Context: an optimization exercise on an open-source flow, tuned for small area, a short achievable clock period and few clock cycles per item. The choices shown serve that exercise and are no tape-out recipe. At most, simulation tests tie the RTL to the original design; equivalence was not proved. Function not checked in runs 1 to 3 and 5: the RTL went through the layout flow alone.

$ cat design/flow/run.sh
#!/bin/bash
# synth_recipe.tcl (not shown) runs the flow's synth.tcl, then flattens the netlist and writes it again
# the make line also repeats each setting of config.mk as NAME=value (left out here)
make -C /OpenROAD-flow-scripts/flow DESIGN_CONFIG=/design/flow/config.mk WORK_HOME=/design/flow/orfs CLKGATE_MAP_FILE= SYNTH_SCRIPT=/design/flow/synth_recipe.tcl finish
$ cat design/flow/config.mk
export PLATFORM = sky130hd
export DESIGN_NAME = adc_calibrate_deadzone_detect
export DESIGN_NICKNAME = adc_calibrate_deadzone_detect
export VERILOG_FILES = /design/flow/design.v
export SDC_FILE = /design/flow/constraint.sdc
export NUM_CORES = 4
export LEC_CHECK = 0
export CAP_MARGIN = 20
export CORE_MARGIN = 2
export CORE_UTILIZATION = 40
export SLEW_MARGIN = 20
$ cat design/flow/constraint.sdc
create_clock -name core_clock -period 6.0 [get_ports {clk_i}]
set_input_delay 1.2000 -clock core_clock [delete_from_list [all_inputs] [get_ports {clk_i}]]
set_output_delay 1.2000 -clock core_clock [all_outputs]
set_load 0.01 [all_outputs]
$ cat design/flow/design.v
`timescale 1ns / 1ps
package adcd_pkg;
  localparam int CHANNELS    = 4;
  localparam int SAMPLE_BITS = 12;
  localparam int CFG_IDX_W = 3;
  localparam logic [CFG_IDX_W-1:0] REG_MIN_BASE = 3'd0;
  localparam logic [CFG_IDX_W-1:0] REG_MAX      = 3'd4;
  localparam logic [CFG_IDX_W-1:0] REG_CENTER   = 3'd5;
  localparam logic [CFG_IDX_W-1:0] REG_DEAD     = 3'd6;
  localparam int MAX_RESET    = 3000;
  localparam int CENTER_RESET = 2048;
  localparam int DEAD_RESET   = 200;
  function automatic int min_reset(input int ch);
    case (ch)
      0, 1:    min_reset = 8;
      2, 3:    min_reset = 7;
      default: min_reset = 0;
    endcase
  endfunction
  localparam logic [12:0] DIV_REGS = 13'b0_1010_1010_1010;
  function automatic int num_regs(input logic [12:0] m);
    num_regs = 0;
    for (int i = 0; i < 13; i++) num_regs = num_regs + int'(m[i]);
  endfunction
  localparam int DIV_STAGES = num_regs(DIV_REGS);
endpackage
`timescale 1ns / 1ps
module adcd_lane #(
  parameter int SAMPLE_BITS = adcd_pkg::SAMPLE_BITS
) (
  input  logic                    clk_i,
  input  logic                    en_i,
  input  logic [SAMPLE_BITS-1:0]  raw_i,    
  input  logic [SAMPLE_BITS-1:0]  lo_i,
  input  logic [SAMPLE_BITS-1:0]  hi_i,
  output logic [SAMPLE_BITS-1:0]  quo_o     
);
  localparam int SB = SAMPLE_BITS;
  localparam logic [12:0] REGS = adcd_pkg::DIV_REGS;
  logic [SB-1:0] dm1_q;
  logic          span_q;
  always_ff @(posedge clk_i) begin
    {span_q, dm1_q} <= {1'b0, hi_i} + {1'b0, ~lo_i};
  end
  logic [SB-1:0] d1;
  logic          raw_gt_lo;
  logic          raw_ge_hi;
  logic          zero;
  logic [SB-1:0] rem0, low0;
  assign {raw_gt_lo, d1} = {1'b0, raw_i} + {1'b0, ~lo_i};
  assign raw_ge_hi       = (raw_i >= hi_i);
  assign zero            = !raw_gt_lo || !span_q;
  always_comb begin
    if (zero) begin
      rem0 = '0;
      low0 = '0;
    end else if (raw_ge_hi) begin
      rem0 = dm1_q;
      low0 = ~dm1_q;
    end else begin
      rem0 = d1;
      low0 = ~d1;
    end
  end
  logic [12:0][SB-1:0] rem_c, nq_c;    
  logic [12:0][SB-1:0] rem_p, nq_p;    
  assign rem_c[0] = rem0;
  assign nq_c[0]  = low0;
  for (genvar j = 0; j < 13; j++) begin : g_pos
    if (REGS[j]) begin : g_reg
      logic [SB-1:0] rem_r, nq_r;
      always_ff @(posedge clk_i) begin
        if (en_i) begin
          rem_r <= rem_c[j];
          nq_r  <= nq_c[j];
        end
      end
      assign rem_p[j] = rem_r;
      assign nq_p[j]  = nq_r;
    end else begin : g_wire
      assign rem_p[j] = rem_c[j];
      assign nq_p[j]  = nq_c[j];
    end
    if (j < 12) begin : g_step
      logic [SB:0] trial;
      logic [SB:0] sum;
      logic        ge;
      assign trial     = {rem_p[j], nq_p[j][SB-1]};
      assign {ge, sum} = {1'b0, trial} + {2'b01, ~dm1_q};
      assign rem_c[j+1] = ge ? sum[SB-1:0] : trial[SB-1:0];
      assign nq_c[j+1]  = {nq_p[j][SB-2:0], ge};
    end
  end
  assign quo_o = nq_p[12];
endmodule
`timescale 1ns / 1ps
module adcd_merge #(
  parameter int SAMPLE_BITS = adcd_pkg::SAMPLE_BITS
) (
  input  logic                                           clk_i,
  input  logic                                           rst_ni,
  input  logic [SAMPLE_BITS-1:0]                         center_i,
  input  logic [SAMPLE_BITS-1:0]                         dead_i,
  input  logic                                           valid_i,    
  input  logic [adcd_pkg::CHANNELS-1:0][SAMPLE_BITS-1:0] scaled_i,
  input  logic                                           out_stall_i,
  output logic                                           run_o,
  output logic                                           out_valid_o,
  output logic [adcd_pkg::CHANNELS-1:0][SAMPLE_BITS-1:0] scaled_o,
  output logic                                           active_o,
  output logic                                           neutral_event_o
);
  localparam int SB = SAMPLE_BITS;
  localparam int CH = adcd_pkg::CHANNELS;
  localparam int W  = CH * SB + 2;
  logic [SB:0]   upper_q;
  logic [SB-1:0] lower_q;
  logic          lower_ok_q;
  always_ff @(posedge clk_i) begin
    upper_q    <= {1'b0, center_i} + {1'b0, dead_i};
    lower_q    <= center_i - dead_i;
    lower_ok_q <= (center_i > dead_i);
  end
  logic [CH-1:0] over;
  for (genvar ch = 0; ch < CH; ch++) begin : g_over
    assign over[ch] = ({1'b0, scaled_i[ch]} > upper_q) ||
                      (lower_ok_q && (scaled_i[ch] < lower_q));
  end
  logic run_q, ov_q, sv_q, idle_seen_q;
  logic act, evt, inc, pop;
  logic [W-1:0] res, o_q, s_q;
  assign act = |over;
  assign evt = !act && !idle_seen_q;
  assign res = {scaled_i, act, evt};
  assign inc = run_q && valid_i;
  assign pop = ov_q && !out_stall_i;
  always_ff @(posedge clk_i or negedge rst_ni) begin
    if (!rst_ni) begin
      run_q       <= 1'b1;
      ov_q        <= 1'b0;
      sv_q        <= 1'b0;
      idle_seen_q <= 1'b0;
    end else begin
      if (!ov_q) begin
        ov_q <= inc;
        sv_q <= 1'b0;
        run_q <= 1'b1;
      end else if (pop) begin
        ov_q  <= sv_q || inc;
        sv_q  <= sv_q && inc;
        run_q <= !(sv_q && inc);
      end else begin
        sv_q  <= sv_q || inc;
        run_q <= !(sv_q || inc);
      end
      if (inc) idle_seen_q <= !act;
    end
  end
  always_ff @(posedge clk_i) begin
    if (!ov_q || pop) o_q <= (sv_q ? s_q : res);
    if (ov_q && (pop ? sv_q : !sv_q)) s_q <= res;
  end
  assign run_o           = run_q;
  assign out_valid_o     = ov_q;
  assign active_o        = o_q[1];
  assign neutral_event_o = o_q[0];
  for (genvar ch = 0; ch < CH; ch++) begin : g_out
    assign scaled_o[ch] = o_q[2 + ch*SB +: SB];
  end
endmodule
`timescale 1ns / 1ps
module adc_calibrate_deadzone_detect #(
  parameter int SAMPLE_BITS = adcd_pkg::SAMPLE_BITS
) (
  input  logic                           clk_i,
  input  logic                           rst_ni,
  input  logic                           cfg_we_i,
  input  logic [adcd_pkg::CFG_IDX_W-1:0] cfg_idx_i,
  input  logic [SAMPLE_BITS-1:0]         cfg_data_i,
  input  logic                           in_valid_i,
  output logic                           in_stall_o,
  input  logic [SAMPLE_BITS-1:0]         sample_ch0_i,
  input  logic [SAMPLE_BITS-1:0]         sample_ch1_i,
  input  logic [SAMPLE_BITS-1:0]         sample_ch2_i,
  input  logic [SAMPLE_BITS-1:0]         sample_ch3_i,
  output logic                           out_valid_o,
  input  logic                           out_stall_i,
  output logic [SAMPLE_BITS-1:0]         scaled_ch0_o,
  output logic [SAMPLE_BITS-1:0]         scaled_ch1_o,
  output logic [SAMPLE_BITS-1:0]         scaled_ch2_o,
  output logic [SAMPLE_BITS-1:0]         scaled_ch3_o,
  output logic                           active_o,
  output logic                           neutral_event_o
);
  localparam int CH = adcd_pkg::CHANNELS;
  localparam int NS = adcd_pkg::DIV_STAGES;
  logic [CH-1:0][SAMPLE_BITS-1:0] min_q;
  logic [SAMPLE_BITS-1:0]         max_q;
  logic [SAMPLE_BITS-1:0]         center_q;
  logic [SAMPLE_BITS-1:0]         dead_q;
  for (genvar ch = 0; ch < CH; ch++) begin : g_min
    always_ff @(posedge clk_i or negedge rst_ni) begin
      if (!rst_ni) begin
        min_q[ch] <= SAMPLE_BITS'(adcd_pkg::min_reset(ch));
      end else if (cfg_we_i &&
                   cfg_idx_i == adcd_pkg::REG_MIN_BASE + adcd_pkg::CFG_IDX_W'(ch)) begin
        min_q[ch] <= cfg_data_i;
      end
    end
  end
  always_ff @(posedge clk_i or negedge rst_ni) begin
    if (!rst_ni) begin
      max_q    <= SAMPLE_BITS'(adcd_pkg::MAX_RESET);
      center_q <= SAMPLE_BITS'(adcd_pkg::CENTER_RESET);
      dead_q   <= SAMPLE_BITS'(adcd_pkg::DEAD_RESET);
    end else if (cfg_we_i) begin
      case (cfg_idx_i)
        adcd_pkg::REG_MAX:    max_q    <= cfg_data_i;
        adcd_pkg::REG_CENTER: center_q <= cfg_data_i;
        adcd_pkg::REG_DEAD:   dead_q   <= cfg_data_i;
        default: ;
      endcase
    end
  end
  logic                           run;
  logic [CH-1:0][SAMPLE_BITS-1:0] raw_q;
  logic [NS:0]                    valid_q;
  assign in_stall_o = !run;
  always_ff @(posedge clk_i) begin
    if (run) begin
      raw_q[0] <= sample_ch0_i;
      raw_q[1] <= sample_ch1_i;
      raw_q[2] <= sample_ch2_i;
      raw_q[3] <= sample_ch3_i;
    end
  end
  always_ff @(posedge clk_i or negedge rst_ni) begin
    if (!rst_ni) begin
      valid_q <= '0;
    end else if (run) begin
      valid_q <= {valid_q[NS-1:0], in_valid_i};
    end
  end
  logic [CH-1:0][SAMPLE_BITS-1:0] lane_scaled;
  for (genvar ch = 0; ch < CH; ch++) begin : g_lane
    adcd_lane #(
      .SAMPLE_BITS(SAMPLE_BITS)
    ) u_lane (
      .clk_i (clk_i),
      .en_i  (run),
      .raw_i (raw_q[ch]),
      .lo_i  (min_q[ch]),
      .hi_i  (max_q),
      .quo_o (lane_scaled[ch])
    );
  end
  logic [CH-1:0][SAMPLE_BITS-1:0] out_scaled;
  adcd_merge #(
    .SAMPLE_BITS(SAMPLE_BITS)
  ) u_merge (
    .clk_i          (clk_i),
    .rst_ni         (rst_ni),
    .center_i       (center_q),
    .dead_i         (dead_q),
    .valid_i        (valid_q[NS]),
    .scaled_i       (lane_scaled),
    .out_stall_i    (out_stall_i),
    .run_o          (run),
    .out_valid_o    (out_valid_o),
    .scaled_o       (out_scaled),
    .active_o       (active_o),
    .neutral_event_o(neutral_event_o)
  );
  assign scaled_ch0_o = out_scaled[0];
  assign scaled_ch1_o = out_scaled[1];
  assign scaled_ch2_o = out_scaled[2];
  assign scaled_ch3_o = out_scaled[3];
endmodule
==> notes.md, run 1 <==
- Row count: 147
- Starting Density: 40.2%
- Sequential cell area: 25700 µm²
- H-tree Lvls: 3
- Clock buffer count from CTS: 104
- Drt pass-1 iters: 5
- Layout cell share with drive strength beyond 1: 13.2%
- Simple-gate area share of the yosys netlist: 9.84%
- Post-synth top area share: 33.8%
- Library cells used by synthesis: 106
- Post-Syn Area: 64300 µm²
- Multi-input logic area: 36900 µm²
- Longest Clk Path Bufs: 3
- Fin cells: 8482
- EDFF count, synth: 724
- Kind of critical path: flip-flop to flip-flop
- Complex-gate fraction of the synthesized area: 15.6%
- Placed instance count: 8276
- Synth area leader: edfxtp_1
- YS warnings: 3
- Vias in the first global route: 45.0k
- I/O pins: 120
- Fin nets: 7185
- Filler instances: 14.7k
- Mapped Nets: 6919
- Post-synthesis mux area share: 7.95%
- CP Capture Type: flip-flop
- Synth async-reset ratio: 10.6%
- Die Wd: 405 µm
- Total grt overflow: 0
- Gpl congestion: 0.914
- Die height: 405 µm
- Post-synthesis to final-layout area growth: 12.6%
- Core area: 160000 µm²
- Initial antenna violation count: 2
- Via count: 46.2k
- Yosys reg bits: 896
- Worst Path Required: 6450 ps
- Num Clock Sinks: 896
- WL/cell: 19.1 µm
- Arr. time, crit path: 6130 ps
- TritonCTS clock tree: yes
- Tightest Hold Check Type: flip-flop to flip-flop
- Clk slew on worst S/H paths: 60 ps
- Synth Instances: 5965
- I/O Buffers: 119
- Cell area after layout: 72500 µm²
- Routed wire length: 162 mm
- Worst Tran Pin Value: 1050 ps
- Maxcap violations: 0
- Number of hold violations in the final report: 0
- Final antenna diode count: 0
- 1st-iter DRT viols: 3089
- Pin count of the biggest net entering global routing: 175
- Clock latency (worst-skew pair): 720 ps
- Largest cells by area after synthesis: edfxtp_1 (34%), ha_1 (16%), mux2_2 (6.4%)
- Setup TNS: 0 ps
- All-layer global routing usage: 19.5%
- Placed Area: 68800 µm²
- Slew HR: 29.9%
- Fmax achieved: 176 MHz
- First-pass GRT wire length: 253 mm
- Post-detail-place hpwl: 124 mm
- Final core occ: 45.2%
- Post-DRT Antenna Nets: 0
- Final setup fails: 0
- Synth Area in XOR/XNOR: 5.86%
- CP Max Fanout: 12
- RSZ-0062 raised after global routing: false
- Type of origin of the critical path: flip-flop
- Syn Area/Cell: 10.8 µm²
- Post-Synth Adder-Cell Area: 17.9%
- Vias per std cell: 5.45
- Min Tclk post-route: 5680 ps
- Die Area: 164000 µm²
- Status: timing/DRC/antenna clean
- Pins Over Slew Limit: 0
- Seq/Total Area, Yosys: 39.9%
- DRC Markers: 0
- Worst Clk Skew: 28.9 ps
- Fin crit share: 94.6%
- Main combinational cell family by area after synthesis: adder cells
- Clock root cell: clkbuf_16
- Most used flip-flop cell after synthesis: edfxtp_1
[logic make-up (layout without fill, tap and decap cells)]
family | after synthesis | in the layout
compound gates | 1534 | 1535
xor+xnor | 430 | 430
fa+ha+maj | 887 | 887
buf+inv | 466 | 822
flops | 896 | 896
mux | 460 | 460
simple gates | 1292 | 1292
[through the flow]
| step | worst slack, ps | hold WS (ps) |
|---|---|---|
| after CTS | 120 | 400 |
| final | 321 | 412 |
| after global placement | 218 | 401 |
| after global routing | 23.7 | 423 |
| after floorplan | 107 | 400 |
| after detailed placement | 178 | 405 |
[sequential cells by signal (all words and copies together) (netlist names), 13 cells and up]
signal,flops
u_merge.o_q,50
g_lane.u_lane.g_pos.g_reg.nq_r,288
u_merge.upper_q,13
g_lane.u_lane.dm1_q,48
min_q,48
g_lane.u_lane.g_pos.g_reg.rem_r,288
raw_q,48
u_merge.s_q,50
[placed cells by master (no fill, tap or decap), types with 111 or more instances in the layout]
| cell | instances |
|---|---|
| a21o_1 | 132 |
| a21oi_1 | 432 |
| buf_4 | 132 |
| clkbuf_16 | 111 |
| clkdlybuf4s50_1 | 118 |
| edfxtp_1 | 724 |
| ha_1 | 832 |
| inv_1 | 363 |
| mux2_2 | 366 |
| nand2_1 | 268 |
| nor2_1 | 389 |
| nor2b_1 | 121 |
| nor3_1 | 124 |
| o21ai_0 | 313 |
| xnor2_1 | 305 |
| xor2_1 | 125 |
[Yosys cell counts (121+ instances only)]
| cell type | instances |
|---|---|
| inv_1 | 365 |
| nor2b_1 | 121 |
| ha_1 | 832 |
| o21ai_0 | 314 |
| a21oi_1 | 432 |
| edfxtp_1 | 724 |
| nor2_1 | 389 |
| xor2_1 | 125 |
| nor3_1 | 126 |
| mux2_2 | 366 |
| xnor2_1 | 305 |
| nand2_1 | 269 |
| a21o_1 | 132 |
[timing repair]
action | in CTS | in global routing
hold buffers | 0 | 0
resized for setup | 0 | 15
endpoints found under the setup margin | 0 | 78
buffers inserted | 0 | 8
[layer usage]
layer | global-route usage (%) | up-vias | part of all wire (%) | wire [µm]
met3 | 2.71 | 217 | 4.3 | 7030
met2 | 31.1 | 881 | 45 | 72400
met1 | 27.7 | 22200 | 48 | 78700
met5 | 0 | - | 0 | 0
li1 | - | 22900 | - | -
met4 | 5.24 | 0 | 2.6 | 4230
[final timing paths]
path | endpoint | slack (ps) | depth (start not counted) | from
max in group asynchronous | max_q[2] | 4270 | 2 | rst_ni
min in group asynchronous | u_merge.ov_q | 470 | 1 | rst_ni
max | g_lane[3].u_lane.g_pos[3].g_reg.rem_r[9] | 320 | 19 | g_lane[3].u_lane.dm1_q[2]
min reg2reg | g_lane[2].u_lane.g_pos[11].g_reg.nq_r[4] | 410 | 0 | g_lane[2].u_lane.g_pos[9].g_reg.nq_r[2]
min | g_lane[2].u_lane.g_pos[11].g_reg.nq_r[4] | 410 | 0 | g_lane[2].u_lane.g_pos[9].g_reg.nq_r[2]
max reg2reg | g_lane[3].u_lane.g_pos[3].g_reg.rem_r[9] | 320 | 19 | g_lane[3].u_lane.dm1_q[2]
[critical path: stages (launching register included)]
cell        delay (ps)
dfxtp_1            360
clkinvlp_4         260
buf_4              250
ha_1               340
o21ai_0            350
o21ai_1            160
a41oi_2            240
o21ai_0            170
a211o_1            400
mux2i_1            330
inv_1               80
ha_1               300
a211oi_1           290
o21bai_1           160
a221oi_1           390
o21ai_0            240
o41ai_2            300
nor2b_1            110
nand2b_2           340
mux2_2             340
[final cells by class]
type,instances,area share (%)
multi-input combinational,4604,50.9
clock inverter,52,0.673
clock buffer,145,4.18
tap,2160,3.73
sequential,896,35.5
inverter,371,1.95
timing repair buffer,254,3.11
==> run 2: changes to the inputs <==
--- a/design/flow/design.v
+++ b/design/flow/design.v
@@ -17,12 +17,14 @@
       default: min_reset = 0;
     endcase
   endfunction
-  localparam logic [12:0] DIV_REGS = 13'b0_1010_1010_1010;
+  localparam logic [12:0] DIV_REGS = 13'b1_1111_1111_1111;
+  localparam bit IN_REG = 1'b1;
   function automatic int num_regs(input logic [12:0] m);
     num_regs = 0;
     for (int i = 0; i < 13; i++) num_regs = num_regs + int'(m[i]);
   endfunction
   localparam int DIV_STAGES = num_regs(DIV_REGS);
+  localparam int PIPE_STAGES = DIV_STAGES + int'(IN_REG);
 endpackage
 `timescale 1ns / 1ps
 module adcd_lane #(
@@ -193,7 +195,7 @@
   output logic                           neutral_event_o
 );
   localparam int CH = adcd_pkg::CHANNELS;
-  localparam int NS = adcd_pkg::DIV_STAGES;
+  localparam int NS = adcd_pkg::PIPE_STAGES;
   logic [CH-1:0][SAMPLE_BITS-1:0] min_q;
   logic [SAMPLE_BITS-1:0]         max_q;
   logic [SAMPLE_BITS-1:0]         center_q;
@@ -224,21 +226,28 @@
   end
   logic                           run;
   logic [CH-1:0][SAMPLE_BITS-1:0] raw_q;
-  logic [NS:0]                    valid_q;
+  logic [NS-1:0]                  valid_q;
   assign in_stall_o = !run;
-  always_ff @(posedge clk_i) begin
-    if (run) begin
-      raw_q[0] <= sample_ch0_i;
-      raw_q[1] <= sample_ch1_i;
-      raw_q[2] <= sample_ch2_i;
-      raw_q[3] <= sample_ch3_i;
-    end
+  if (adcd_pkg::IN_REG) begin : g_in_reg
+    always_ff @(posedge clk_i) begin
+      if (run) begin
+        raw_q[0] <= sample_ch0_i;
+        raw_q[1] <= sample_ch1_i;
+        raw_q[2] <= sample_ch2_i;
+        raw_q[3] <= sample_ch3_i;
+      end
+    end
+  end else begin : g_in_wire
+    assign raw_q[0] = sample_ch0_i;
+    assign raw_q[1] = sample_ch1_i;
+    assign raw_q[2] = sample_ch2_i;
+    assign raw_q[3] = sample_ch3_i;
   end
   always_ff @(posedge clk_i or negedge rst_ni) begin
     if (!rst_ni) begin
       valid_q <= '0;
     end else if (run) begin
-      valid_q <= {valid_q[NS-1:0], in_valid_i};
+      valid_q <= NS'({valid_q, in_valid_i});
     end
   end
   logic [CH-1:0][SAMPLE_BITS-1:0] lane_scaled;
@@ -262,7 +271,7 @@
     .rst_ni         (rst_ni),
     .center_i       (center_q),
     .dead_i         (dead_q),
-    .valid_i        (valid_q[NS]),
+    .valid_i        (valid_q[NS-1]),
     .scaled_i       (lane_scaled),
     .out_stall_i    (out_stall_i),
     .run_o          (run),
==> run 2 against run 1 <==
Net effect:
- via count increased by 11%
- critical endpoint is now g_lane[3].u_lane.g_pos[9].g_reg.rem_r[9]
- core utilization shrank 0.079 points
- hold slack worse by 20 ps
- fmax rose by 58%
- still clean on timing, DRC and antenna
==> notes.md, run 2 <==
- Min Tclk post-route: 3590 ps (was 5680 ps)
- Setup ws final: 2410 ps (was 321 ps)
- Fin crit share: 59.8% (was 94.6%)
- Worst Tran Pin Value: 1150 ps (was 1050 ps)
- Core area: 212000 µm² (was 160000 µm²)
- Pre-CTS WS: 2410 ps (was 178 ps)
- Number of hold violations in the final report: 0 (unchanged)
- Largest Register: g_lane.u_lane.g_pos.g_reg.nq_r
- H-tree Lvls: 4 (was 3)
- Clk slew on worst S/H paths: 70 ps (was 60 ps)
- Flop2flop setup slack: 2410 ps (was 320 ps)
- Most numerous cell in the Yosys netlist: edfxtp_1 (was ha_1)
- CP Capture Type: flip-flop (unchanged)
- Post-synthesis to final-layout area growth: 12.2% (was 12.6%)
- TritonCTS clock tree: yes (unchanged)
- Most common cell after layout, fill and taps aside: edfxtp_1 (was ha_1)
- Tightest Hold Check Type: flip-flop to flip-flop (unchanged)
- Largest cells by area after synthesis: edfxtp_1 (47%), ha_1 (12%), mux2_4 (4.6%) (was edfxtp_1 (34%), ha_1 (16%), mux2_2 (6.4%))
- EDFF count, synth: 1348 (was 724)
- Drt pass-1 iters: 7 (was 5)
- Slew HR: 23.1% (was 29.9%)
- Fin nets: 7669 (was 7185)
- Setup TNS: 0 ps (unchanged)
- Vias in the first global route: 51.4k (was 45.0k)
- Clock buffer count from CTS: 169 (was 104)
- Most frequent cells after synthesis: edfxtp_1 (1348), ha_1 (832), inv_1 (364) (was ha_1 (832), edfxtp_1 (724), a21oi_1 (432))
- I/O pins: 120 (unchanged)
- Pins Over Slew Limit: 0 (unchanged)
- Clock root cell: clkbuf_16 (unchanged)
- Die Area: 217000 µm² (was 164000 µm²)
- Longest Clk Path Bufs: 3 (unchanged)
- Most frequent cells in the layout: edfxtp_1 (1348), ha_1 (832), inv_1 (363), mux2_2 (304), a21oi_1 (297) (was ha_1 (832), edfxtp_1 (724), a21oi_1 (432), nor2_1 (389), mux2_2 (366))
- Filler instances: 18.7k (was 14.7k)
- RSZ-0062 raised after global routing: false (unchanged)
- Clock latency (worst-skew pair): 800 ps (was 720 ps)
- Synth async-reset ratio: 6.68% (was 10.6%)
- Fmax achieved: 279 MHz (was 176 MHz)
- Worst Clk Skew: 28.7 ps (was 28.9 ps)
- Vias per std cell: 5.31 (was 5.45)
- 1st-iter DRT viols: 3017 (was 3089)
- Row count: 169 (was 147)
- Num Clock Sinks: 1527 (was 896)
- Library cells used by synthesis: 74 (was 106)
- Initial antenna violation count: 20 (was 2)
- Yosys reg bits: 1527 (was 896)
- Syn Area/Cell: 13.2 µm² (was 10.8 µm²)
- Synth Instances: 6475 (was 5965)
- Type of origin of the critical path: flip-flop (unchanged)
- Total grt overflow: 0 (unchanged)
- Starting Density: 40.2% (about the same)
- I/O Buffers: 119 (unchanged)
- Via count: 51.5k (was 46.2k)
- Cts repair resizes: 0 (unchanged)
- Status: timing/DRC/antenna clean (unchanged)
- Final setup fails: 0 (unchanged)
- CP Max Fanout: 12 (unchanged)
- Worst Path Required: 6540 ps (was 6450 ps)
- Mapped Nets: 7429 (was 6919)
- DRC Markers: 0 (unchanged)
- Final core occ: 45.1% (was 45.2%)
- Post-Syn Area: 85200 µm² (was 64300 µm²)
- Most used flip-flop cell after synthesis: edfxtp_1 (unchanged)
- Gpl congestion: 0.864 (was 0.914)
- Die height: 466 µm (was 405 µm)
- YS warnings: 3 (unchanged)
- Pin count of the biggest net entering global routing: 174 (was 175)
- Setup Fix Bufs, Post-CTS: 0 (unchanged)
- Maxcap violations: 0 (unchanged)
- Post-synth top area share: 47.5% (was 33.8%)
- Post-detail-place hpwl: 132 mm (was 124 mm)
- Arr. time, crit path: 4130 ps (was 6130 ps)
- Top Registers: g_lane.u_lane.g_pos.g_reg.nq_r (624), g_lane.u_lane.g_pos.g_reg.rem_r (576) (was g_lane.u_lane.g_pos.g_reg.nq_r (288), g_lane.u_lane.g_pos.g_reg.rem_r (288))
- Cts hold-fix bufs: 0 (unchanged)
- Max reg flops: 624
- Layout cell share with drive strength beyond 1: 16.3% (was 13.2%)
- Post-DRT Antenna Nets: 0 (unchanged)
- WL/cell: 19.1 µm (about the same)
- Seq/Total Area, Yosys: 52.3% (was 39.9%)
- All-layer global routing usage: 16.8% (was 19.5%)
- Die Wd: 466 µm (was 405 µm)
- Routed wire length: 185 mm (was 162 mm)
- Kind of critical path: flip-flop to flip-flop (unchanged)
- First-pass GRT wire length: 288 mm (was 253 mm)
- Synth area leader: edfxtp_1 (unchanged)
## run 2: changes by cell type in the layout (fill, tap and decap cells not counted), moves of 57 or more
cell / before / now
edfxtp_1: 724 / 1348
nor2_1: 389 / 296
mux2_4: 10 / 261
nand2_1: 268 / 211
o21a_1: 94 / 35
a21o_1: 132 / 198
nor2b_1: 121 / 50
o21ai_0: 313 / 251
clkbuf_16: 111 / 175
xor2_1: 125 / 185
a21oi_1: 432 / 297
mux2_2: 366 / 304
buf_4: 132 / 38
## run 2: critical path, cell delays in order (launching register included)
cell and delay (ps):
dfxtp_1 320, inv_1 620, ha_1 430, a21o_1 200
a21oi_1 190, and2b_1 140, o21ai_1 60, a311o_1 320
a311o_1 640, mux2_4 400
## run 2: logic make-up after synthesis
family	after synthesis	share of synthesized area, %
mux	633	9.41
simple gates	1157	6.84
flops	1527	52.3
buf+inv	458	2.30
xor+xnor	451	4.63
fa+ha+maj	887	13.5
compound gates	1362	11.0
## run 2: final cells by class
type / instances / area [µm²] / share of cell area [%]
well taps: 2821 / 3530 / 3.69
multi-input cells: 4490 / 38800 / 40.5
clock buffers: 208 / 4560 / 4.76
repair buffers: 163 / 1600 / 1.67
diodes: 10 / 25.0 / 0.0262
clock inverters: 109 / 1200 / 1.25
flip-flops and latches: 1527 / 44600 / 46.6
inverters: 364 / 1370 / 1.43
## run 2: per-layer routing
layer	track usage [%]	wire, µm	vias up
met5	0	0	-
met2	27.2	85700	922
met4	6.46	6670	0
met3	2.33	6890	296
li1	-	-	25200
met1	22.9	86100	25100
## run 2: worst paths after layout
path	startpoint	endpoint	depth (start not counted)
setup / recovery	g_lane[3].u_lane.dm1_q[6]	g_lane[3].u_lane.g_pos[9].g_reg.rem_r[9]	9
hold / removal	g_lane[1].u_lane.g_pos[11].g_reg.nq_r[1]	g_lane[1].u_lane.g_pos[12].g_reg.nq_r[2]	0
setup reg to reg	g_lane[3].u_lane.dm1_q[6]	g_lane[3].u_lane.g_pos[9].g_reg.rem_r[9]	9
hold reg to reg	g_lane[1].u_lane.g_pos[11].g_reg.nq_r[1]	g_lane[1].u_lane.g_pos[12].g_reg.nq_r[2]	0
max in group asynchronous	rst_ni	min_q[1]	2
min in group asynchronous	rst_ni	valid_q[13]	1
## run 2: through the flow
step,hold WS [ps],cells,instance area (µm²)
6_report,392,9692,95700
5_1_grt,389,9692,95700
4_1_cts,347,9682,95600
3_5_place_dp,405,9365,89900
3_3_place_gp,400,9364,89800
2_1_floorplan,400,6475,85300
==> run 3: changes to the inputs <==
--- a/design/flow/config.mk
+++ b/design/flow/config.mk
@@ -7,5 +7,6 @@
 export LEC_CHECK = 0
 export CAP_MARGIN = 20
 export CORE_MARGIN = 2
-export CORE_UTILIZATION = 40
+export CORE_UTILIZATION = 50
+export SETUP_SLACK_MARGIN = 3.6
 export SLEW_MARGIN = 20
==> run 3 against run 2 <==
Net effect:
- critical endpoint is now g_lane[2].u_lane.g_pos[11].g_reg.rem_r[10]
- via count is 8.3% higher
- first-iteration DRC count up 19%
- still clean on timing, DRC and antenna
- highest routed layer unchanged
- critical path depth up 2
- clock-buffer cell count is 7 higher
- clock skew rose by 14 ps
- sequential share of layout area is 4.6 points lower
- largest cell class unchanged
- critical path type unchanged
- global-route usage grew 6.9 points
==> notes.md, run 3 <==
- Status: timing/DRC/antenna clean (unchanged)
- Number of hold violations in the final report: 0 (unchanged)
- Yosys reg bits: 1527 (unchanged)
- Synth area leader: edfxtp_1 (unchanged)
- Final setup fails: 0 (unchanged)
- Most common cell after layout, fill and taps aside: edfxtp_1 (unchanged)
- Filler instances: 12.6k (was 18.7k)
- Initial antenna violation count: 19 (was 20)
- Most frequent cells in the layout: edfxtp_1 (1348), ha_1 (668), mux2_4 (412), buf_4 (363), inv_1 (296) (was edfxtp_1 (1348), ha_1 (832), inv_1 (363), mux2_2 (304), a21oi_1 (297))
- CP Max Fanout: 6 (was 12)
- Worst Path Required: 6560 ps (was 6540 ps)
- Slew HR: 34.6% (was 23.1%)
- Mapped Nets: 7429 (unchanged)
- Top cell by count, worst path: buf_12 (was a311o_1)
- Longest Clk Path Bufs: 3 (unchanged)
- Clock latency (worst-skew pair): 820 ps (was 800 ps)
- I/O pins: 120 (unchanged)
- Num Clock Sinks: 1527 (unchanged)
- Seq/Total Area, Yosys: 52.3% (unchanged)
- First-pass GRT wire length: 320 mm (was 288 mm)
- Most numerous cell in the Yosys netlist: edfxtp_1 (unchanged)
- I/O Buffers: 119 (unchanged)
- Synth Instances: 6475 (unchanged)
- Clock buffer count from CTS: 170 (was 169)
- YS warnings: 3 (unchanged)
- Arr. time, crit path: 3590 ps (was 4130 ps)
- Vias per std cell: 5.75 (was 5.31)
- WL/cell: 21.9 µm (was 19.1 µm)
- Row count: 151 (was 169)
- Drt pass-1 iters: 8 (was 7)
- Layout cell share with drive strength beyond 1: 32.2% (was 16.3%)
- 1st-iter DRT viols: 3584 (was 3017)
- Clock root cell: clkbuf_16 (unchanged)
- Maxcap violations: 0 (unchanged)
- Most frequent cells after synthesis: edfxtp_1 (1348), ha_1 (832), inv_1 (364) (unchanged)
- Routed wire length: 212 mm (was 185 mm)
- Synth async-reset ratio: 6.68% (unchanged)
- Min Tclk post-route: 3020 ps (was 3590 ps)
- Vias in the first global route: 55.8k (was 51.4k)
- Total grt overflow: 0 (unchanged)
- Gpl congestion: 0.844 (was 0.864)
- Pins Over Slew Limit: 0 (unchanged)
- Post-synth top area share: 47.5% (unchanged)
- Hold_ws: 363 ps (was 392 ps)
- H-tree Lvls: 4 (unchanged)
- Die height: 417 µm (was 466 µm)
- Kind of critical path: flip-flop to flip-flop (unchanged)
- Post-Syn Area: 85200 µm² (unchanged)
- Worst Tran Pin Value: 981 ps (was 1150 ps)
- Starting Density: 50.4% (was 40.2%)
- Slowest stage delay, CP: 540 ps (was 640 ps)
- Worst Clk Skew: 42.8 ps (was 28.7 ps)
- Die Area: 174000 µm² (was 217000 µm²)
- Post-synthesis to final-layout area growth: 24.6% (was 12.2%)
- Pin count of the biggest net entering global routing: 167 (was 174)
- Die Wd: 417 µm (was 466 µm)
- TritonCTS clock tree: yes (unchanged)
- Top Registers: g_lane.u_lane.g_pos.g_reg.nq_r (624), g_lane.u_lane.g_pos.g_reg.rem_r (576) (unchanged)
- Max reg flops: 624 (unchanged)
- Largest cells by area after synthesis: edfxtp_1 (47%), ha_1 (12%), mux2_4 (4.6%) (unchanged)
- Fmax achieved: 331 MHz (was 279 MHz)
- DRC Markers: 0 (unchanged)
- Largest Register: g_lane.u_lane.g_pos.g_reg.nq_r (unchanged)
- Core area: 169000 µm² (was 212000 µm²)
- Clk slew on worst S/H paths: 60 ps (was 70 ps)
- Tightest Hold Check Type: primary input to asynchronous set/reset pin (was flip-flop to flip-flop)
- RSZ-0062 raised after global routing: true (was false)
- Library cells used by synthesis: 74 (unchanged)
- Type of origin of the critical path: flip-flop (unchanged)
- Most used flip-flop cell after synthesis: edfxtp_1 (unchanged)
- Via count: 55.7k (was 51.5k)
- Post-detail-place hpwl: 131 mm (was 132 mm)
- Fin crit share: 50.4% (was 59.8%)
- CP Cell Sequence: clkinvlp_4 -> buf_12 -> buf_12 -> ha_4 -> a21o_1 -> a21oi_2 -> and2b_1 -> o21ai_2 -> a311o_1 -> a311o_2 -> mux2_4 (was inv_1 -> ha_1 -> a21o_1 -> a21oi_1 -> and2b_1 -> o21ai_1 -> a311o_1 -> a311o_1 -> mux2_4)
- EDFF count, synth: 1348 (unchanged)
- CP Capture Type: flip-flop (unchanged)
- Post-DRT Antenna Nets: 0 (unchanged)
- Worst path slowest cell: a311o_2 (was a311o_1)
- Fin nets: 8268 (was 7669)
- All-layer global routing usage: 23.8% (was 16.8%)
- Syn Area/Cell: 13.2 µm² (unchanged)
run 3: changes by cell type in the layout (fill, tap and decap cells not counted), sizes merged, moves of 3 or more:
cell	delta
a311o	+28
inv	-52
clkdlybuf4s50	-52
bufinv	-3
nand2	+3
clkinv	-6
clkbuf	+10
bufbuf	+4
buf	+606
clkinvlp	+51
run 3: path summary, 6_finish.rpt:
path,startpoint,to,slack (ps),cells past startpoint
max,g_lane[2].u_lane.dm1_q[6],g_lane[2].u_lane.g_pos[11].g_reg.rem_r[10],2980,11
min,rst_ni,valid_q[2],360,1
max reg2reg,g_lane[2].u_lane.dm1_q[6],g_lane[2].u_lane.g_pos[11].g_reg.rem_r[10],2980,11
min reg2reg,g_lane[2].u_lane.g_pos[8].g_reg.nq_r[1],g_lane[2].u_lane.g_pos[9].g_reg.nq_r[2],400,0
max in group asynchronous,rst_ni,max_q[0],4280,2
min in group core_clock,g_lane[2].u_lane.g_pos[8].g_reg.nq_r[1],g_lane[2].u_lane.g_pos[9].g_reg.nq_r[2],400,0
run 3: timing repair:
item / in CTS / in global routing
setup buffers: 385 / 148
cloned: 65 / 3
gates resized for setup: 1233 / 331
hold buffers: 0 / 0
setup endpoints to repair: 1748 / 1339
pin swaps: 420 / 298
run 3: layout make-up:
| class | count | area, µm² | share of cell area [%] |
|---|---|---|---|
| clock inverter | 99 | 1140 | 1.07 |
| clock buffer | 215 | 4510 | 4.24 |
| tap | 2218 | 2780 | 2.61 |
| timing repair buffer | 724 | 7370 | 6.94 |
| inverter | 364 | 1580 | 1.49 |
| multi-input combinational | 4527 | 44100 | 41.6 |
| antenna | 11 | 27.5 | 0.0259 |
| sequential | 1527 | 44700 | 42.1 |
run 3: metal layers:
| metal | global-route usage (%) | wire length, µm | vias to the layer above |
|---|---|---|---|
| li1 | - | - | 26500 |
| met1 | 29.8 | 89400 | 27600 |
| met2 | 40.8 | 105000 | 1207 |
| met3 | 3.08 | 8320 | 420 |
| met4 | 11.1 | 9620 | 0 |
| met5 | 0 | 0 | - |
run 3: critical path, delay by kind of cell, from the launching register on:
kind	cells	cell delay, ps
fa+ha+maj	1	220
flops	1	350
buf+inv	3	380
mux	1	320
compound gates	5	1330
simple gates	1	160
run 3: kinds of logic (layout without fill, tap and decap cells):
family | count (synthesis) | count (layout) | synth area share [%]
multiplexers | 633 | 633 | 9.41
other | 0 | 11 | 0
flip-flops | 1527 | 1527 | 52.3
AND/OR/NAND/NOR | 1157 | 1164 | 6.84
adder cells (fa/ha/maj) | 887 | 887 | 13.5
buffers and inverters | 458 | 1402 | 2.30
XOR/XNOR | 451 | 451 | 4.63
AO/OA/AOI/OAI | 1362 | 1392 | 11.0
run 3: metrics by stage:
stage	utilization [%]	cells	setup slack (ps)	area, µm²	TNS [ps]
2_1_floorplan	-	6475	-3610	85300	-3041100
3_3_place_gp	52.6	8759	2230	89100	0
3_5_place_dp	52.6	8759	2200	89100	0
4_1_cts	61.1	9523	3010	103000	0
5_1_grt	62.7	9684	2880	106000	0
6_report	62.7	9685	2980	106000	0
==> run 4: changes to the inputs <==
--- a/design/flow/design.v
+++ b/design/flow/design.v
@@ -107,6 +107,7 @@
   input  logic [adcd_pkg::CHANNELS-1:0][SAMPLE_BITS-1:0] scaled_i,
   input  logic                                           out_stall_i,
   output logic                                           run_o,
+  output logic                                           stall_o,
   output logic                                           out_valid_o,
   output logic [adcd_pkg::CHANNELS-1:0][SAMPLE_BITS-1:0] scaled_o,
   output logic                                           active_o,
@@ -128,7 +129,8 @@
     assign over[ch] = ({1'b0, scaled_i[ch]} > upper_q) ||
                       (lower_ok_q && (scaled_i[ch] < lower_q));
   end
-  logic run_q, ov_q, sv_q, idle_seen_q;
+  logic run_q, stall_q, ov_q, sv_q, idle_seen_q;
+  logic ov_d, sv_d;
   logic act, evt, inc, pop;
   logic [W-1:0] res, o_q, s_q;
   assign act = |over;
@@ -136,25 +138,30 @@
   assign res = {scaled_i, act, evt};
   assign inc = run_q && valid_i;
   assign pop = ov_q && !out_stall_i;
+  always_comb begin
+    if (!ov_q) begin
+      ov_d = inc;
+      sv_d = 1'b0;
+    end else if (pop) begin
+      ov_d = sv_q || inc;
+      sv_d = sv_q && inc;
+    end else begin
+      ov_d = 1'b1;
+      sv_d = sv_q || inc;
+    end
+  end
   always_ff @(posedge clk_i or negedge rst_ni) begin
     if (!rst_ni) begin
       run_q       <= 1'b1;
+      stall_q     <= 1'b0;
       ov_q        <= 1'b0;
       sv_q        <= 1'b0;
       idle_seen_q <= 1'b0;
     end else begin
-      if (!ov_q) begin
-        ov_q <= inc;
-        sv_q <= 1'b0;
-        run_q <= 1'b1;
-      end else if (pop) begin
-        ov_q  <= sv_q || inc;
-        sv_q  <= sv_q && inc;
-        run_q <= !(sv_q && inc);
-      end else begin
-        sv_q  <= sv_q || inc;
-        run_q <= !(sv_q || inc);
-      end
+      run_q   <= !sv_d;
+      stall_q <= sv_d;
+      ov_q    <= ov_d;
+      sv_q    <= sv_d;
       if (inc) idle_seen_q <= !act;
     end
   end
@@ -163,6 +170,7 @@
     if (ov_q && (pop ? sv_q : !sv_q)) s_q <= res;
   end
   assign run_o           = run_q;
+  assign stall_o         = stall_q;
   assign out_valid_o     = ov_q;
   assign active_o        = o_q[1];
   assign neutral_event_o = o_q[0];
@@ -227,7 +235,6 @@
   logic                           run;
   logic [CH-1:0][SAMPLE_BITS-1:0] raw_q;
   logic [NS-1:0]                  valid_q;
-  assign in_stall_o = !run;
   if (adcd_pkg::IN_REG) begin : g_in_reg
     always_ff @(posedge clk_i) begin
       if (run) begin
@@ -275,6 +282,7 @@
     .scaled_i       (lane_scaled),
     .out_stall_i    (out_stall_i),
     .run_o          (run),
+    .stall_o        (in_stall_o),
     .out_valid_o    (out_valid_o),
     .scaled_o       (out_scaled),
     .active_o       (active_o),
--- a/design/flow/config.mk
+++ b/design/flow/config.mk
@@ -8,5 +8,5 @@
 export CAP_MARGIN = 20
 export CORE_MARGIN = 2
 export CORE_UTILIZATION = 50
-export SETUP_SLACK_MARGIN = 3.6
+export SETUP_SLACK_MARGIN = 3.0
 export SLEW_MARGIN = 20
==> run 4 against run 3 <==
Net effect:
- still clean
- clock-buffer cell count decreased by 3
- synthesized area decreased by 0.47%
- global-route usage decreased by 1.6 points
- worst setup slack got worse by 160 ps
- hold slack improved by 36 ps
==> notes.md, run 4 <==
- Filler instances: 13.2k (was 12.6k)
- Worst Clk Skew: 35.9 ps (was 42.8 ps)
- Status: timing/DRC/antenna clean (unchanged)
- Largest cells by area after synthesis: edfxtp_1 (48%), ha_1 (12%), mux2_4 (4.8%) (was edfxtp_1 (47%), ha_1 (12%), mux2_4 (4.6%))
- WL/cell: 21.0 µm (was 21.9 µm)
- Synth area leader: edfxtp_1 (unchanged)
- YS warnings: 3 (unchanged)
- Post-Syn Area: 84800 µm² (was 85200 µm²)
- RSZ-0062 raised after global routing: true (unchanged)
- Layout cell share with drive strength beyond 1: 24.6% (was 32.2%)
- Arr. time, crit path: 3730 ps (was 3590 ps)
- Gpl congestion: 0.859 (was 0.844)
- Fin crit share: 53.1% (was 50.4%)
- Fin cells: 9378 (was 9685)
- Largest Register: g_lane.u_lane.g_pos.g_reg.nq_r (unchanged)
- Fin nets: 7968 (was 8268)
- Pin count of the biggest net entering global routing: 160 (was 167)
- Starting Density: 50.2% (was 50.4%)
- Type of origin of the critical path: flip-flop (unchanged)
- Flop2flop setup slack: 2810 ps (was 2980 ps)
- Post-synth top area share: 47.7% (was 47.5%)
- Routed wire length: 197 mm (was 212 mm)
- Worst Path Required: 6550 ps (was 6560 ps)
- Most common cell after layout, fill and taps aside: edfxtp_1 (unchanged)
- DRC Markers: 0 (unchanged)
- All-layer global routing usage: 22.1% (was 23.8%)
- I/O pins: 120 (unchanged)
- Vias per std cell: 5.70 (was 5.75)
- CP Max Fanout: 6 (unchanged)
- Pins Over Slew Limit: 0 (unchanged)
- Initial antenna violation count: 8 (was 19)
- Die height: 416 µm (was 417 µm)
- Die Area: 173000 µm² (was 174000 µm²)
- Yosys reg bits: 1527 (unchanged)
- H-tree Lvls: 4 (unchanged)
- Most used flip-flop cell after synthesis: edfxtp_1 (unchanged)
- Most frequent cells in the layout: edfxtp_1 (1348), ha_1 (772), mux2_4 (326), nor2_1 (311), xnor2_1 (280) (was edfxtp_1 (1348), ha_1 (668), mux2_4 (412), buf_4 (363), inv_1 (296))
- Placed instance count: 8704 (was 8759)
- Total grt overflow: 0 (unchanged)
- Worst Tran Pin Value: 1130 ps (was 981 ps)
- Vias in the first global route: 53.3k (was 55.8k)
- Via count: 53.4k (was 55.7k)
- Post-detail-place hpwl: 128 mm (was 131 mm)
- Clock latency (worst-skew pair): 830 ps (was 820 ps)
- Mapped Nets: 7369 (was 7429)
- Slew HR: 24.6% (was 34.6%)
- Longest Clk Path Bufs: 3 (unchanged)
- Clk slew on worst S/H paths: 60 ps (about the same)
- CP Capture Type: flip-flop (unchanged)
- Post-synthesis to final-layout area growth: 18.3% (was 24.6%)
- Most frequent cells after synthesis: edfxtp_1 (1348), ha_1 (832), nor2_1 (320) (was edfxtp_1 (1348), ha_1 (832), inv_1 (364))
- I/O Buffers: 119 (unchanged)
- Core area: 169000 µm² (about the same)
- Drt pass-1 iters: 6 (was 8)
- Post-DRT Antenna Nets: 0 (unchanged)
- Number of hold violations in the final report: 0 (unchanged)
- Top Registers: g_lane.u_lane.g_pos.g_reg.nq_r (624), g_lane.u_lane.g_pos.g_reg.rem_r (576) (unchanged)
- Syn Area/Cell: 13.2 µm² (about the same)
- Row count: 151 (unchanged)
- EDFF count, synth: 1348 (unchanged)
- Fmax achieved: 314 MHz (was 331 MHz)
- Kind of critical path: flip-flop to flip-flop (unchanged)
- Die Wd: 416 µm (was 417 µm)
- Cts hold-fix bufs: 0 (unchanged)
- Final setup fails: 0 (unchanged)
- Most numerous cell in the Yosys netlist: edfxtp_1 (unchanged)
- Maxcap violations: 0 (unchanged)
- Tightest Hold Check Type: flip-flop to flip-flop (was primary input to asynchronous set/reset pin)
- Seq/Total Area, Yosys: 52.6% (was 52.3%)
- Synth Instances: 6415 (was 6475)
- Synth async-reset ratio: 6.68% (unchanged)
- Num Clock Sinks: 1527 (unchanged)
- TritonCTS clock tree: yes (unchanged)
- First-pass GRT wire length: 299 mm (was 320 mm)
- Clock buffer count from CTS: 170 (unchanged)
- Max reg flops: 624 (unchanged)
- Min Tclk post-route: 3190 ps (was 3020 ps)
- Clock root cell: clkbuf_16 (unchanged)
- 1st-iter DRT viols: 3239 (was 3584)
- Library cells used by synthesis: 81 (was 74)
==> run 4: cell types whose count changed in the layout (fill, tap and decap cells not counted), moves of 54 or more <==
cell / previous run / this run
buf_4: 363 / 259
ha_1: 668 / 772
buf_6: 137 / 35
mux2_2: 153 / 251
mux2_4: 412 / 326
a21oi_1: 163 / 239
ha_4: 131 / 56
a21oi_2: 136 / 82
==> run 4: stage by stage <==
step                hold WS (ps)  utilization [%]  worst slack (ps)  instance area, µm²   TNS, ps
global placement             400             52.5              1970               88600         0
CTS                          402             58.0              2800               98000         0
global route                 411             59.4              2720              100000         0
floorplan                    400                -             -2770               84900  -3036790
detailed placement           405             52.5              2000               88700         0
finish                       399             59.4              2810              100000         0
==> run 4: cells by family after synthesis <==
group                    synth area share (%)
XOR/XNOR                                 4.57
flip-flops                               52.6
adder cells (fa/ha/maj)                  13.6
AND/OR/NAND/NOR                          7.14
AO/OA/AOI/OAI                            10.8
buffers and inverters                    2.06
multiplexers                             9.28
==> run 4: metal layers <==
metal,vias up,track usage [%],share of wire (%)
met5,-,0,0.012
met4,4,8.84,3.9
met3,348,3.14,3.5
met2,933,38.7,50
met1,26300,27.5,42
li1,25900,-,-
==> run 4: worst paths after layout <==
kind                                                               from                                        end  depth (start not counted)
worst max-delay path                          g_lane[2].u_lane.dm1_q[1]  g_lane[2].u_lane.g_pos[11].g_reg.rem_r[7]                         12
worst min-delay path            g_lane[2].u_lane.g_pos[7].g_reg.nq_r[3]    g_lane[2].u_lane.g_pos[8].g_reg.nq_r[4]                          0
worst max register to register                g_lane[2].u_lane.dm1_q[1]  g_lane[2].u_lane.g_pos[11].g_reg.rem_r[7]                         12
worst min register to register  g_lane[2].u_lane.g_pos[7].g_reg.nq_r[3]    g_lane[2].u_lane.g_pos[8].g_reg.nq_r[4]                          0
max in group asynchronous                                        rst_ni                                   max_q[0]                          2
min in group asynchronous                                        rst_ni                        u_merge.idle_seen_q                          1
==> run 4: cell type report <==
type / instances / area (µm²) / area share, %
multi-input combinational: 4523 / 40800 / 40.7
clock inverter: 105 / 1320 / 1.32
sequential: 1527 / 44600 / 44.5
antenna: 1 / 2.50 / 0.00249
timing repair buffer: 482 / 4900 / 4.89
inverter: 310 / 1320 / 1.32
clock buffer: 212 / 4560 / 4.54
tap: 2218 / 2780 / 2.77
==> run 4: repair_timing <==
action / in CTS / in global routing
buffers inserted: 190 / 119
resized for setup: 293 / 256
endpoints found under the hold margin: 0 / 0
cloned: 32 / 15
setup endpoints to repair: 652 / 587
pin swaps: 168 / 200
==> run 4: critical path: stages, from the launching register on <==
cell        delay [ps]
dfxtp_2            350
clkinvlp_4         130
buf_12             160
buf_12             130
buf_8              120
ha_4               200
a21o_1             160
a21oi_2            190
o21a_2             180
o21ai_2             70
a311o_1            370
a311o_2            530
mux2_4             320
Testbench counts of run 4, summed over its fixed seeds: cycles 5,504, items 4,096.
==> run 5: changes to the inputs <==
--- a/design/flow/design.v
+++ b/design/flow/design.v
@@ -17,13 +17,14 @@
       default: min_reset = 0;
     endcase
   endfunction
-  localparam logic [12:0] DIV_REGS = 13'b1_1111_1111_1111;
+  localparam int DIV_STEPS = 6;
+  localparam logic [DIV_STEPS:0] DIV_REGS = 7'b111_1111;
   localparam bit IN_REG = 1'b1;
-  function automatic int num_regs(input logic [12:0] m);
+  function automatic int num_regs(input logic [DIV_STEPS:0] m);
     num_regs = 0;
-    for (int i = 0; i < 13; i++) num_regs = num_regs + int'(m[i]);
+    for (int i = 0; i <= DIV_STEPS; i++) num_regs = num_regs + int'(m[i]);
   endfunction
-  localparam int DIV_STAGES = num_regs(DIV_REGS);
+  localparam int DIV_STAGES  = num_regs(DIV_REGS);
   localparam int PIPE_STAGES = DIV_STAGES + int'(IN_REG);
 endpackage
 `timescale 1ns / 1ps
@@ -38,11 +39,16 @@
   output logic [SAMPLE_BITS-1:0]  quo_o     
 );
   localparam int SB = SAMPLE_BITS;
-  localparam logic [12:0] REGS = adcd_pkg::DIV_REGS;
-  logic [SB-1:0] dm1_q;
-  logic          span_q;
+  localparam int NSTEP = adcd_pkg::DIV_STEPS;
+  localparam logic [NSTEP:0] REGS = adcd_pkg::DIV_REGS;
+  logic [SB-1:0] dm1;
+  logic          span;
+  assign {span, dm1} = {1'b0, hi_i} + {1'b0, ~lo_i};
+  logic [SB-1:0] k1_q;
+  logic [SB+1:0] k3_q;
   always_ff @(posedge clk_i) begin
-    {span_q, dm1_q} <= {1'b0, hi_i} + {1'b0, ~lo_i};
+    k1_q <= dm1;
+    k3_q <= {2'b00, dm1} + {1'b0, dm1, 1'b0} + (SB+2)'(2);
   end
   logic [SB-1:0] d1;
   logic          raw_gt_lo;
@@ -51,49 +57,60 @@
   logic [SB-1:0] rem0, low0;
   assign {raw_gt_lo, d1} = {1'b0, raw_i} + {1'b0, ~lo_i};
   assign raw_ge_hi       = (raw_i >= hi_i);
-  assign zero            = !raw_gt_lo || !span_q;
+  assign zero            = !raw_gt_lo || !span;
   always_comb begin
     if (zero) begin
       rem0 = '0;
       low0 = '0;
     end else if (raw_ge_hi) begin
-      rem0 = dm1_q;
-      low0 = ~dm1_q;
+      rem0 = dm1;
+      low0 = ~dm1;
     end else begin
       rem0 = d1;
       low0 = ~d1;
     end
   end
-  logic [12:0][SB-1:0] rem_c, nq_c;    
-  logic [12:0][SB-1:0] rem_p, nq_p;    
+  logic [NSTEP:0][SB-1:0] rem_c, nq_c;    
+  logic [NSTEP:0][SB-1:0] rem_p, nq_p;    
   assign rem_c[0] = rem0;
   assign nq_c[0]  = low0;
-  for (genvar j = 0; j < 13; j++) begin : g_pos
+  for (genvar j = 0; j <= NSTEP; j++) begin : g_pos
     if (REGS[j]) begin : g_reg
-      logic [SB-1:0] rem_r, nq_r;
+      logic [SB-1:0] nq_r;
       always_ff @(posedge clk_i) begin
-        if (en_i) begin
-          rem_r <= rem_c[j];
-          nq_r  <= nq_c[j];
+        if (en_i) nq_r <= nq_c[j];
+      end
+      assign nq_p[j] = nq_r;
+      if (j < NSTEP) begin : g_rem
+        logic [SB-1:0] rem_r;
+        always_ff @(posedge clk_i) begin
+          if (en_i) rem_r <= rem_c[j];
         end
+        assign rem_p[j] = rem_r;
+      end else begin : g_norem
+        assign rem_p[j] = '0;
       end
-      assign rem_p[j] = rem_r;
-      assign nq_p[j]  = nq_r;
     end else begin : g_wire
       assign rem_p[j] = rem_c[j];
       assign nq_p[j]  = nq_c[j];
     end
-    if (j < 12) begin : g_step
-      logic [SB:0] trial;
-      logic [SB:0] sum;
-      logic        ge;
-      assign trial     = {rem_p[j], nq_p[j][SB-1]};
-      assign {ge, sum} = {1'b0, trial} + {2'b01, ~dm1_q};
-      assign rem_c[j+1] = ge ? sum[SB-1:0] : trial[SB-1:0];
-      assign nq_c[j+1]  = {nq_p[j][SB-2:0], ge};
+    if (j < NSTEP) begin : g_step
+      logic [SB+1:0] x, s1, s2, s3;
+      logic          c1, c2, c3;
+      assign x        = {rem_p[j], nq_p[j][SB-1:SB-2]};
+      assign {c1, s1} = {1'b0, x} + {1'b0, ~{2'b00, k1_q}};
+      assign {c2, s2} = {1'b0, x} + {1'b0, ~{1'b0, k1_q, 1'b1}};
+      assign {c3, s3} = {1'b0, x} + {1'b0, ~k3_q};
+      always_comb begin
+        if (c3)      rem_c[j+1] = s3[SB-1:0];
+        else if (c2) rem_c[j+1] = s2[SB-1:0];
+        else if (c1) rem_c[j+1] = s1[SB-1:0];
+        else         rem_c[j+1] = x[SB-1:0];
+      end
+      assign nq_c[j+1] = {nq_p[j][SB-3:0], c2, c3 || (c1 && !c2)};
     end
   end
-  assign quo_o = nq_p[12];
+  assign quo_o = nq_p[NSTEP];
 endmodule
 `timescale 1ns / 1ps
 module adcd_merge #(
==> run 5 against run 4 <==
Net effect:
- still clean
- global-route usage grew 7.3 points
- fmax is 12% lower
- synthesized area down 5.7%
- sequential share of layout area down 17 points
- critical endpoint is now g_lane[0].u_lane.k3_q[12]
- highest routed layer unchanged
==> notes.md, run 5 <==
- WL/cell: 22.9 µm (was 21.0 µm)
- Clock latency (worst-skew pair): 760 ps (was 830 ps)
- Largest cells by area after synthesis: edfxtp_1 (29%), ha_1 (19%), xnor2_1 (4.0%) (was edfxtp_1 (48%), ha_1 (12%), mux2_4 (4.8%))
- Synth async-reset ratio: 9.67% (was 6.68%)
- Initial antenna violation count: 12 (was 8)
- Pin count of the biggest net entering global routing: 161 (was 160)
- Complex-gate fraction of the synthesized area: 19.5% (was 10.8%)
- WP buf/inv: 2 (was 4)
- Flop2flop setup slack: 2390 ps (was 2810 ps)
- Vias in the first global route: 64.0k (was 53.3k)
- Most used flip-flop cell after synthesis: edfxtp_1 (unchanged)
- Post-detail-place hpwl: 168 mm (was 128 mm)
- Final setup fails: 0 (unchanged)
- Filler instances: 12.1k (was 13.2k)
- Die Area: 163000 µm² (was 173000 µm²)
- Total grt overflow: 0 (unchanged)
- Post-Synth Adder-Cell Area: 21.0% (was 13.6%)
- Starting Density: 50.4% (was 50.2%)
- Clock root cell: clkbuf_16 (unchanged)
- Synth area leader: edfxtp_1 (unchanged)
- Tightest Hold Check Type: flip-flop to flip-flop (unchanged)
- I/O pins: 120 (unchanged)
- Pins Over Slew Limit: 0 (unchanged)
- RSZ-0062 raised after global routing: true (unchanged)
- R2R depth: 16 (was 12)
- Post-synthesis to final-layout area growth: 30.0% (was 18.3%)
- Post-Syn Area: 80000 µm² (was 84800 µm²)
- Synth Instances: 7897 (was 6415)
- Slew HR: 32.1% (was 24.6%)
- Die Wd: 404 µm (was 416 µm)
- Fmax achieved: 277 MHz (was 314 MHz)
- Most numerous cell in the Yosys netlist: ha_1 (was edfxtp_1)
- Arr. time, crit path: 4280 ps (was 3730 ps)
- Seq/Total Area, Yosys: 35.1% (was 52.6%)
- Routed wire length: 255 mm (was 197 mm)
- H-tree Lvls: 3 (was 4)
- Fin nets: 10.3k (was 7968)
- Yosys reg bits: 993 (was 1527)
- TritonCTS clock tree: yes (unchanged)
- Drt pass-1 iters: 5 (was 6)
- Setup TNS: 0 ps (unchanged)
- Clock buffer count from CTS: 114 (was 170)
- Final core occ: 65.5% (was 59.4%)
- Most common cell after layout, fill and taps aside: ha_1 (was edfxtp_1)
- Type of origin of the critical path: flip-flop (unchanged)
- Hold path cells: 0 (unchanged)
- All-layer global routing usage: 29.4% (was 22.1%)
- DRC Markers: 0 (unchanged)
- Top Registers: g_lane.u_lane.g_pos.g_reg.nq_r (336), g_lane.u_lane.g_pos.g_reg.g_rem.rem_r (288), g_lane.u_lane.k3_q (52) (was g_lane.u_lane.g_pos.g_reg.nq_r (624), g_lane.u_lane.g_pos.g_reg.rem_r (576))
- Via count: 67.6k (was 53.4k)
- Mapped Nets: 9264 (was 7369)
- Synth Area in XOR/XNOR: 6.94% (was 4.57%)
- Most frequent cells in the layout: ha_1 (1108), edfxtp_1 (772), buf_4 (572), nor2_1 (525), a21oi_1 (429) (was edfxtp_1 (1348), ha_1 (772), mux2_4 (326), nor2_1 (311), xnor2_1 (280))
- Number of hold violations in the final report: 0 (unchanged)
- Worst path slowest cell: dfrtp_4 (was a311o_2)
- CP Capture Type: flip-flop (unchanged)
- Post-synth top area share: 29.0% (was 47.7%)
- Gpl congestion: 0.909 (was 0.859)
- Slowest stage delay, CP: 520 ps (was 530 ps)
- YS warnings: 3 (unchanged)
- Layout cell share with drive strength beyond 1: 27.3% (was 24.6%)
- EDFF count, synth: 772 (was 1348)
- Top cell family by delay on the critical path: adder cells (was compound AO/OA/AOI/OAI gates)
- Syn Area/Cell: 10.1 µm² (was 13.2 µm²)
- CP Max Fanout: 5 (was 6)
- Clk slew on worst S/H paths: 60 ps (about the same)
- Worst Clk Skew: 27.7 ps (was 35.9 ps)
- Worst Path Required: 6670 ps (was 6550 ps)
- Row count: 146 (was 151)
- Post-DRT Antenna Nets: 0 (unchanged)
- I/O Buffers: 119 (unchanged)
- 1st-iter DRT viols: 5041 (was 3239)
- First-pass GRT wire length: 374 mm (was 299 mm)
- CP Cell Sequence: buf_6 -> ha_4 -> fa_2 -> buf_6 -> xor2_4 -> ha_4 -> ha_4 -> fa_2 -> a21o_1 -> a21oi_2 -> o21bai_1 -> a21oi_2 -> o21ai_2 -> a21o_1 -> a21oi_2 -> xnor2_1 (was clkinvlp_4 -> buf_12 -> buf_12 -> buf_8 -> ha_4 -> a21o_1 -> a21oi_2 -> o21a_2 -> o21ai_2 -> a311o_1 -> a311o_2 -> mux2_4)
- Kind of critical path: flip-flop to flip-flop (unchanged)
- Most frequent cells after synthesis: ha_1 (1225), edfxtp_1 (772), nor2_1 (599) (was edfxtp_1 (1348), ha_1 (832), nor2_1 (320))
- Min Tclk post-route: 3610 ps (was 3190 ps)
- Max reg flops: 336 (was 624)
- Fin crit share: 60.1% (was 53.1%)
- Longest Clk Path Bufs: 3 (unchanged)
- Status: timing/DRC/antenna clean (unchanged)
- Core area: 159000 µm² (was 169000 µm²)
- Library cells used by synthesis: 83 (was 81)
- Largest Register: g_lane.u_lane.g_pos.g_reg.nq_r (unchanged)
- Maxcap violations: 0 (unchanged)
- Vias per std cell: 6.06 (was 5.70)
- Die height: 404 µm (was 416 µm)
- WP depth: 16 (was 12)
- Num Clock Sinks: 993 (was 1527)
- Worst Tran Pin Value: 1020 ps (was 1130 ps)
- Main combinational cell family by area after synthesis: adder cells (unchanged)
- Post-synthesis mux area share: 4.40% (was 9.28%)
- Simple-gate area share of the yosys netlist: 10.6% (was 7.14%)
## run 5: cells by family (layout without fill, tap and decap cells)
family	Yosys count	after routing
AOI/OAI and AO/OA	2336	2350
and+or+nand+nor	1803	1809
adders and majority gates	1300	1300
DFF	993	993
xor gates and xnor gates	634	634
buffers and inverters	502	1661
muxes	329	329
other	0	3
## run 5: layer usage
metal | wire length [µm] | vias up | global-route usage [%]
met5 | 37 | - | 0
met4 | 9480 | 6 | 9.87
met3 | 15600 | 510 | 4.55
met2 | 116000 | 2002 | 46.6
met1 | 114000 | 32800 | 41.1
li1 | - | 32200 | -
## run 5: cell type report
| cell class | instances | area [µm²] | area share (%) |
|---|---|---|---|
| Multi-Input combinational cell | 6422 | 57000 | 54.8 |
| Sequential cell | 993 | 28200 | 27.1 |
| Timing Repair Buffer | 1057 | 10500 | 10.1 |
| Clock buffer | 132 | 2980 | 2.87 |
| Tap cell | 2072 | 2590 | 2.49 |
| Inverter | 381 | 1660 | 1.60 |
| Clock inverter | 86 | 1050 | 1.01 |
| Timing Repair inverter | 5 | 37.5 | 0.0361 |
| Antenna cell | 3 | 7.51 | 0.00722 |
## run 5: final timing paths
kind                                                         startpoint                                 endpoint
max in group asynchronous                                        rst_ni                                 max_q[0]
min in group asynchronous                                        rst_ni                          u_merge.stall_q
worst max-delay path                                           max_q[0]                g_lane[0].u_lane.k3_q[12]
worst min-delay path            g_lane[0].u_lane.g_pos[1].g_reg.nq_r[7]  g_lane[0].u_lane.g_pos[2].g_reg.nq_r[9]
worst min register to register  g_lane[0].u_lane.g_pos[1].g_reg.nq_r[7]  g_lane[0].u_lane.g_pos[2].g_reg.nq_r[9]
worst max register to register                                 max_q[0]                g_lane[0].u_lane.k3_q[12]
## run 5: stage by stage
stage | setup slack, ps | instances | hold slack, ps | cell area [µm²]
after global routing | 2270 | 11100 | 410 | 104000
final | 2390 | 11200 | 411 | 104000
after floorplan | 613 | 7897 | 400 | 80900
after detailed placement | 1750 | 10000 | 405 | 84800
after global placement | 1830 | 10000 | 400 | 84800
after CTS | 2440 | 10900 | 400 | 98200
## run 5: worst register-to-register path, stage by stage, from the launching register on
cell and delay (ps):
dfrtp_4 520, buf_6 150, ha_4 160, fa_2 380, buf_6 140, xor2_4 240, ha_4 250, ha_4 160
fa_2 370, a21o_1 190, a21oi_2 160, o21bai_1 100, a21oi_2 170, o21ai_2 90, a21o_1 170, a21oi_2 130
xnor2_1 130
## run 5: timing repair
| item | 4_1_cts | 5_1_grt |
|---|---|---|
| setup endpoints to repair | 416 | 389 |
| hold buffers | 0 | 0 |
| pin swaps | 395 | 473 |
| resized for setup | 905 | 791 |
| cloned | 40 | 19 |
| setup buffers | 568 | 263 |

## separate check: timing with driven ports
How much do the figures lean on ideal ports? The routed layouts below were timed once more, with nothing changed but the port constraints. Step 1, drivers: a clkbuf_16 drives clk_i and a buf_2 each remaining input, both assumed. Step 2 also shifts input and output timing later by t, the mid clock arrival at the registers, as if the neighbouring blocks saw the same clock. Three values: no drivers, after step 1, after step 2; two values: the first two.
run	t, ns	slack for setup (ns)	cell pins on the clock port's net
run 1	0.776	0.321 / 0.321 / 0.321	1
run 2	0.875	2.411 / 2.337 / 2.411	1
run 3	0.890	2.976 / 2.976 / 2.755	1
run 4	0.893	2.815 / 2.815 / 2.509	1
run 5	0.840	2.392 / 2.392 / 2.392	1
After both steps every run listed still meets setup and hold. For run 4, which loses most, drivers alone change the setup slack by 0.000 ns; drivers and shift together by -0.306 ns.
